Background: an optimization exercise with open tools, aiming at small area. Do not read the settings as production practice.
Where RTL was checked, it was by simulation tests only, not by an equivalence proof against the original.
Power figures rest on the tool's default switching activity, not on a simulated workload.

==> flow/design.v (excerpt) <==
module robotSenseTop (
	input  logic                     CLOCK_50,
	input  logic                     reset,
	input  logic [2*7-1:0] encoders,
	input  logic                     beaconSign,
	input  logic                     beaconSync,
	input  logic                     turretA,
	input  logic [4:0]               limits,
	input  logic                     startCord,
	input  logic [1:0]               keys,
	input  logic                     id,
	input  logic [20:0]              regWrite,
	input  logic [3:0]               regReadAddr,
	output logic [16-1:0]   regReadData,
	output logic                     int1,
	output logic                     int2,
	output logic [1:0]               auxOut
);
clock: 20.0 ns
lec_check: 0
cap_margin: 20
core_margin: 2
core_utilization: 40
slew_margin: 20
synth_hierarchical: 1
standard.sh (not shown) runs the stock make flow with config.mk's settings and CLKGATE_MAP_FILE= SYNTH_SCRIPT=/design/flow/synth_recipe.tcl, a recipe that flattens the netlist after the stock synthesis.
==> flow/flow/run.sh <==
#!/bin/bash
# Standard ORFS layout with three changes: an area-oriented ABC mapping script,
# a clock tree without dummy loads and with larger sink clusters, and the
# smallest buffer on each port.
set -euo pipefail
W=$(pwd)
rm -rf "$W/scripts_own"
cp -r "$FLOW_HOME/scripts" "$W/scripts_own"
cp "$W/flow/abc_area.script" "$W/scripts_own/abc_speed.script"
bash "$W/standard.sh" \
	SCRIPTS_DIR="$W/scripts_own" \
	"CTS_ARGS=-sink_clustering_enable -repair_clock_nets -dont_use_dummy_load -sink_clustering_size 30 -sink_clustering_max_diameter 100 -buf_list sky130_fd_sc_hd__clkbuf_16" \
	"BUFFER_PORTS_ARGS=-buffer_cell sky130_fd_sc_hd__buf_1" \
	finish > "$W/standard.log" 2>&1
==> flow/flow/abc_area.script <==
strash
dc2
dch
amap
Edit:
--- a/flow/flow/run.sh
+++ b/flow/flow/run.sh
@@ -12 +12 @@
-	"CTS_ARGS=-sink_clustering_enable -repair_clock_nets -dont_use_dummy_load -sink_clustering_size 30 -sink_clustering_max_diameter 100 -buf_list sky130_fd_sc_hd__clkbuf_16" \
+	"CTS_ARGS=-sink_clustering_enable -repair_clock_nets -dont_use_dummy_load -sink_clustering_size 20 -sink_clustering_max_diameter 80 -buf_list sky130_fd_sc_hd__clkbuf_16" \
=>
- The changed run passed the timing, DRC and antenna checks
- global-route usage grows by 0.29 points
- sequential cell count is unchanged
- die area is unchanged
- via count barely changes
- worst setup slack is better by 0.012 ns
- cell count climbs by 0.40%
- non-clock buffer count is unchanged
- final area grows by 1.0%
- combinational power hardly moves
No run of this note included a check of the RTL's function; only the layout flow was run.

========
Setup of red:
robotSenseTop, a different RTL version from the one above (not shown whole).
Size in the first run: ~560 flip-flops.
// robotSenseTop
module robotSenseTop (
	input  logic                     CLOCK_50,
	input  logic                     reset,
	input  logic [2*7-1:0] encoders,
	input  logic                     beaconSign,
	input  logic                     beaconSync,
	input  logic                     turretA,
	input  logic [4:0]               limits,
	input  logic                     startCord,
	input  logic [1:0]               keys,
	input  logic                     id,
	input  logic [20:0]              regWrite,
	input  logic [3:0]               regReadAddr,
	output logic [16-1:0]   regReadData,
	output logic                     int1,
	output logic                     int2,
	output logic [1:0]               auxOut
);
export LEC_CHECK = 0
export CAP_MARGIN = 20
export CORE_MARGIN = 2
export CORE_UTILIZATION = 40
export SLEW_MARGIN = 20
export SYNTH_HIERARCHICAL = 1
create_clock -name core_clock -period 20.0 [get_ports {CLOCK_50}]
==> flow/flow/run.sh <==
#!/bin/bash
# Standard ORFS layout with three changes: an area-oriented ABC mapping script,
# a clock tree without dummy loads and with larger sink clusters, and the
# smallest buffer on each port.
set -euo pipefail
W=$(pwd)
rm -rf "$W/scripts_own"
cp -r "$FLOW_HOME/scripts" "$W/scripts_own"
cp "$W/flow/abc_area.script" "$W/scripts_own/abc_speed.script"
bash "$W/standard.sh" \
	SCRIPTS_DIR="$W/scripts_own" \
	"CTS_ARGS=-sink_clustering_enable -repair_clock_nets -dont_use_dummy_load -sink_clustering_size 16 -sink_clustering_max_diameter 80 -buf_list {sky130_fd_sc_hd__clkbuf_8} -root_buf sky130_fd_sc_hd__clkbuf_8 -sink_clustering_buffer sky130_fd_sc_hd__clkbuf_8" \
	"BUFFER_PORTS_ARGS=-buffer_cell sky130_fd_sc_hd__buf_1" \
	finish > "$W/standard.log" 2>&1
Scripts as last shown in full above: flow/flow/abc_area.script
red: flow completed, timing, DRC and antenna clean
--- input diff red..blue ---
==> flow/flow/run.sh <==
#!/bin/bash
# Standard ORFS layout with three changes: an area-oriented ABC mapping script,
# a clock tree without dummy loads and with larger sink clusters, and the
# smallest buffer on each port.
set -euo pipefail
W=$(pwd)
rm -rf "$W/scripts_own"
cp -r "$FLOW_HOME/scripts" "$W/scripts_own"
cp "$W/flow/abc_area.script" "$W/scripts_own/abc_speed.script"
bash "$W/standard.sh" \
	SCRIPTS_DIR="$W/scripts_own" \
	"CTS_ARGS=-sink_clustering_enable -repair_clock_nets -dont_use_dummy_load -sink_clustering_size 34 -sink_clustering_max_diameter 50 -buf_list {sky130_fd_sc_hd__clkbuf_8 sky130_fd_sc_hd__clkbuf_16} -root_buf sky130_fd_sc_hd__clkbuf_8 -sink_clustering_buffer sky130_fd_sc_hd__clkbuf_16" \
	"BUFFER_PORTS_ARGS=-buffer_cell sky130_fd_sc_hd__buf_1" \
	finish > "$W/standard.log" 2>&1
- Against red, the final cell area of blue is higher.
- Register-to-register slack delta (red -> blue): insignificant
- Diff red -> blue: via count higher; met1 track utilization from global routing roughly the same; required time at the worst-slack endpoint higher; growth of design area from synthesis to finish higher.
- Side by side, power share of the combinational group turned out lower in blue than in red.
- The routing usage on met3 on blue is in line with that on red.
- Looking at sequential share of layout area, blue sits below red.
- In terms of global routing usage summed across all routing layers, blue and red differ only marginally.
- Relative to red, the clock buffer count measured on blue has increased by more than 10%.
The inputs of green differ from those of blue as listed below.
==> flow/flow/run.sh <==
#!/bin/bash
# Standard ORFS layout with three changes: an area-oriented ABC mapping script,
# a clock tree without dummy loads and with larger sink clusters, and the
# smallest buffer on each port.
set -euo pipefail
W=$(pwd)
rm -rf "$W/scripts_own"
cp -r "$FLOW_HOME/scripts" "$W/scripts_own"
cp "$W/flow/abc_area.script" "$W/scripts_own/abc_speed.script"
bash "$W/standard.sh" \
	SCRIPTS_DIR="$W/scripts_own" \
	"CTS_ARGS=-sink_clustering_enable -repair_clock_nets -dont_use_dummy_load -sink_clustering_size 18 -sink_clustering_max_diameter 60 -buf_list {sky130_fd_sc_hd__clkbuf_8 sky130_fd_sc_hd__clkbuf_16} -sink_clustering_buffer sky130_fd_sc_hd__clkbuf_8" \
	"BUFFER_PORTS_ARGS=-buffer_cell sky130_fd_sc_hd__buf_1" \
	finish > "$W/standard.log" 2>&1
Results
green finished every stage and its layout cleared the timing, DRC and antenna checks.
blue has completed all stages; timing, DRC and antenna checks passed.
green: number of detailed-routing iterations run before antenna repair 1 below blue
The leakage power total of green was superior to that of blue.
Any difference in non-clock buffer share of cell area between green and blue is small enough to ignore.
In terms of final clock period utilization by the worst path, blue and green differ only marginally.
Wire length of the first global-routing pass across green and blue: no real change.
Status: power dissipated in sequential cells parity (green, blue)
Setup slack: green less than blue
#### Input delta (orange over green)
==> flow/flow/run.sh <==
#!/bin/bash
# Standard ORFS layout with three changes: an area-oriented ABC mapping script,
# a clock tree without dummy loads and with larger sink clusters, and the
# smallest buffer on each port.
set -euo pipefail
W=$(pwd)
rm -rf "$W/scripts_own"
cp -r "$FLOW_HOME/scripts" "$W/scripts_own"
cp "$W/flow/abc_area.script" "$W/scripts_own/abc_speed.script"
bash "$W/standard.sh" \
	SCRIPTS_DIR="$W/scripts_own" \
	"CTS_ARGS=-sink_clustering_enable -repair_clock_nets -dont_use_dummy_load -sink_clustering_size 28 -sink_clustering_max_diameter 60 -buf_list {sky130_fd_sc_hd__clkbuf_8 sky130_fd_sc_hd__clkbuf_16} -root_buf sky130_fd_sc_hd__clkbuf_8 -sink_clustering_buffer sky130_fd_sc_hd__clkbuf_16" \
	"BUFFER_PORTS_ARGS=-buffer_cell sky130_fd_sc_hd__buf_1" \
	finish > "$W/standard.log" 2>&1
==> run summary <==
- As far as overall fraction of global-route tracks in use is concerned, orange and green perform about the same.
- In orange relative to green, first-iteration DRC count had gone up by a few percent.
- Setup slack on orange is ahead of green.
- Comparing orange and green, the lower clock share of power is on green.
- Per the comparison of orange with green, final area grew by about 1%; routed wire length held steady.
Inputs modified between orange and purple:
==> flow/flow/run.sh <==
#!/bin/bash
# Standard ORFS layout with three changes: an area-oriented ABC mapping script,
# a clock tree without dummy loads and with larger sink clusters, and the
# smallest buffer on each port.
set -euo pipefail
W=$(pwd)
rm -rf "$W/scripts_own"
cp -r "$FLOW_HOME/scripts" "$W/scripts_own"
cp "$W/flow/abc_area.script" "$W/scripts_own/abc_speed.script"
bash "$W/standard.sh" \
	SCRIPTS_DIR="$W/scripts_own" \
	"CTS_ARGS=-sink_clustering_enable -repair_clock_nets -dont_use_dummy_load -sink_clustering_size 16 -sink_clustering_max_diameter 80 -buf_list {sky130_fd_sc_hd__clkbuf_8 sky130_fd_sc_hd__clkbuf_16} -sink_clustering_buffer sky130_fd_sc_hd__clkbuf_8" \
	"BUFFER_PORTS_ARGS=-buffer_cell sky130_fd_sc_hd__buf_1" \
	finish > "$W/standard.log" 2>&1
- Design area shrinks slightly when moving from orange to purple.
- On post-route fraction of the period consumed by the critical path, orange tracks purple almost exactly.
- Looking at worst-skew pair later-pin latency, purple sits 0.13 ns below orange.

========
== run A ==
robotSenseTop, a different RTL version from the one above (not shown whole).
For scale: ~560 flip-flops, roughly 73 I/O pins, roughly 0.027 sq mm of cells after synthesis.
clock: 20.0 ns
lec_check: 0
cap_margin: 20
core_margin: 2
core_utilization: 40
cts_buf_list: sky130_fd_sc_hd__clkbuf_8
cts_cluster_size: 30
slew_margin: 20
synth_hierarchical: 1
run.sh (not shown) runs the stock make flow with config.mk's settings and CLKGATE_MAP_FILE= SYNTH_SCRIPT=/design/flow/synth_recipe.tcl, a recipe that flattens the netlist after the stock synthesis.
Stock flow here: none of the scripts above is used.
diff inputs: run A => run B
Settings: CTS_BUF_LIST removed (was sky130_fd_sc_hd__clkbuf_8); CTS_CLUSTER_SIZE removed (was 30).
--- outcome ---
- Re global-route usage: run B is 0.22 points down on run A.
- Comparing run A against run B, there is no change at all in synthesized cell count.
- Run B packs its core tighter than run A.
- Run B has detailed-route wire length on metal 1 above what run A had.
- Number of global-route vias before repair, run B vs run A: down slightly
- Between run B and run A, the global routing usage on met2 does not differ in any meaningful way.

========
robotSenseTop, a different RTL version from the one above (not shown whole).
Size: ~560 flip-flops, roughly 73 I/O pins, about 23000 um2 of cells after synthesis.
clock: 20.0 ns
lec_check: 0
cap_margin: 5
core_margin: 2
core_utilization: 60
slew_margin: 5
synth_hierarchical: 1
standard.sh (not shown) runs the stock make flow with config.mk's settings and CLKGATE_MAP_FILE= SYNTH_SCRIPT=/design/flow/synth_recipe.tcl, a recipe that flattens the netlist after the stock synthesis.
==> flow/flow/run.sh <==
#!/bin/bash
# Standard ORFS layout with three changes: an area-oriented ABC mapping script,
# a clock tree without dummy loads and with larger sink clusters, and the
# smallest buffer on each port.
set -euo pipefail
W=$(pwd)
rm -rf "$W/scripts_own"
cp -r "$FLOW_HOME/scripts" "$W/scripts_own"
cp "$W/flow/abc_area.script" "$W/scripts_own/abc_speed.script"
bash "$W/standard.sh" \
	SCRIPTS_DIR="$W/scripts_own" \
	"CTS_ARGS=-sink_clustering_enable -repair_clock_nets -dont_use_dummy_load -sink_clustering_size 16 -sink_clustering_max_diameter 80 -buf_list {sky130_fd_sc_hd__clkbuf_8 sky130_fd_sc_hd__clkbuf_16} -sink_clustering_buffer sky130_fd_sc_hd__clkbuf_8" \
	"BUFFER_PORTS_ARGS=-buffer_cell sky130_fd_sc_hd__buf_1" \
	finish > "$W/standard.log" 2>&1
Scripts as last shown in full above: flow/flow/abc_area.script
Change:
--- a/flow/config.mk
+++ b/flow/config.mk
@@ -8 +8 @@
-export CAP_MARGIN = 5
+export CAP_MARGIN = 20
@@ -10,2 +10,2 @@
-export CORE_UTILIZATION = 60
-export SLEW_MARGIN = 5
+export CORE_UTILIZATION = 40
+export SLEW_MARGIN = 20
Outcome: The changed run completed without violations. Final area goes up by 1.2%. Worst hold slack got worse by 0.030 ns. Power goes up by 1.9%. Die area goes up by 49%. Utilization goes down by 21 points. Sequential share of layout area goes down by 0.71 points. Synthesized area is unchanged. Cell count goes up by about 10%. Routed wire length goes up by 5.8%. Clock-buffer cell count stays the same. Register-to-register slack is about the same.

==> port drivers added, routing unchanged <==
In the flow no input, the clock included, has a driving cell. The finished layouts below were timed again as built, in two steps.
Step 1 sets driving cells, clkbuf_16 on the clock port and buf_2 on the other inputs (assumed; they add their load-dependent delay and slew).
Step 2 times the ports against the registers' clock, not the clock port: input delays grow and output delays shrink by t, the midpoint of the rising clock arrivals with the driver on.
Three values: no drivers, after step 1, after step 2; two values: the first two.
run	t (ns)	setup WS [ns]	slew at the worst register clock pin (ns)
the first run of note 1	0.638	12.886 / 12.886 / 12.886	0.11 / 0.11
the second run of note 1	0.616	12.898 / 12.898 / 12.898	0.08 / 0.08
red	0.641	12.587 / 12.587 / 12.587	0.11 / 0.11
blue	0.740	12.595 / 12.595 / 12.595	0.09 / 0.09
green	0.585	12.588 / 12.588 / 12.588	0.11 / 0.11
orange	0.686	12.595 / 12.595 / 12.595	0.10 / 0.10
purple	0.572	12.587 / 12.587 / 12.587	0.10 / 0.10
run A	0.730	13.210 / 13.210 / 13.210	0.07 / 0.07
run B	0.681	13.193 / 13.193 / 13.193	0.07 / 0.07
the first run of note 4	0.580	12.523 / 12.523 / 12.523	0.11 / 0.11
the second run of note 4	0.593	12.522 / 12.522 / 12.522	0.11 / 0.11
After both steps every run listed still meets setup and hold.
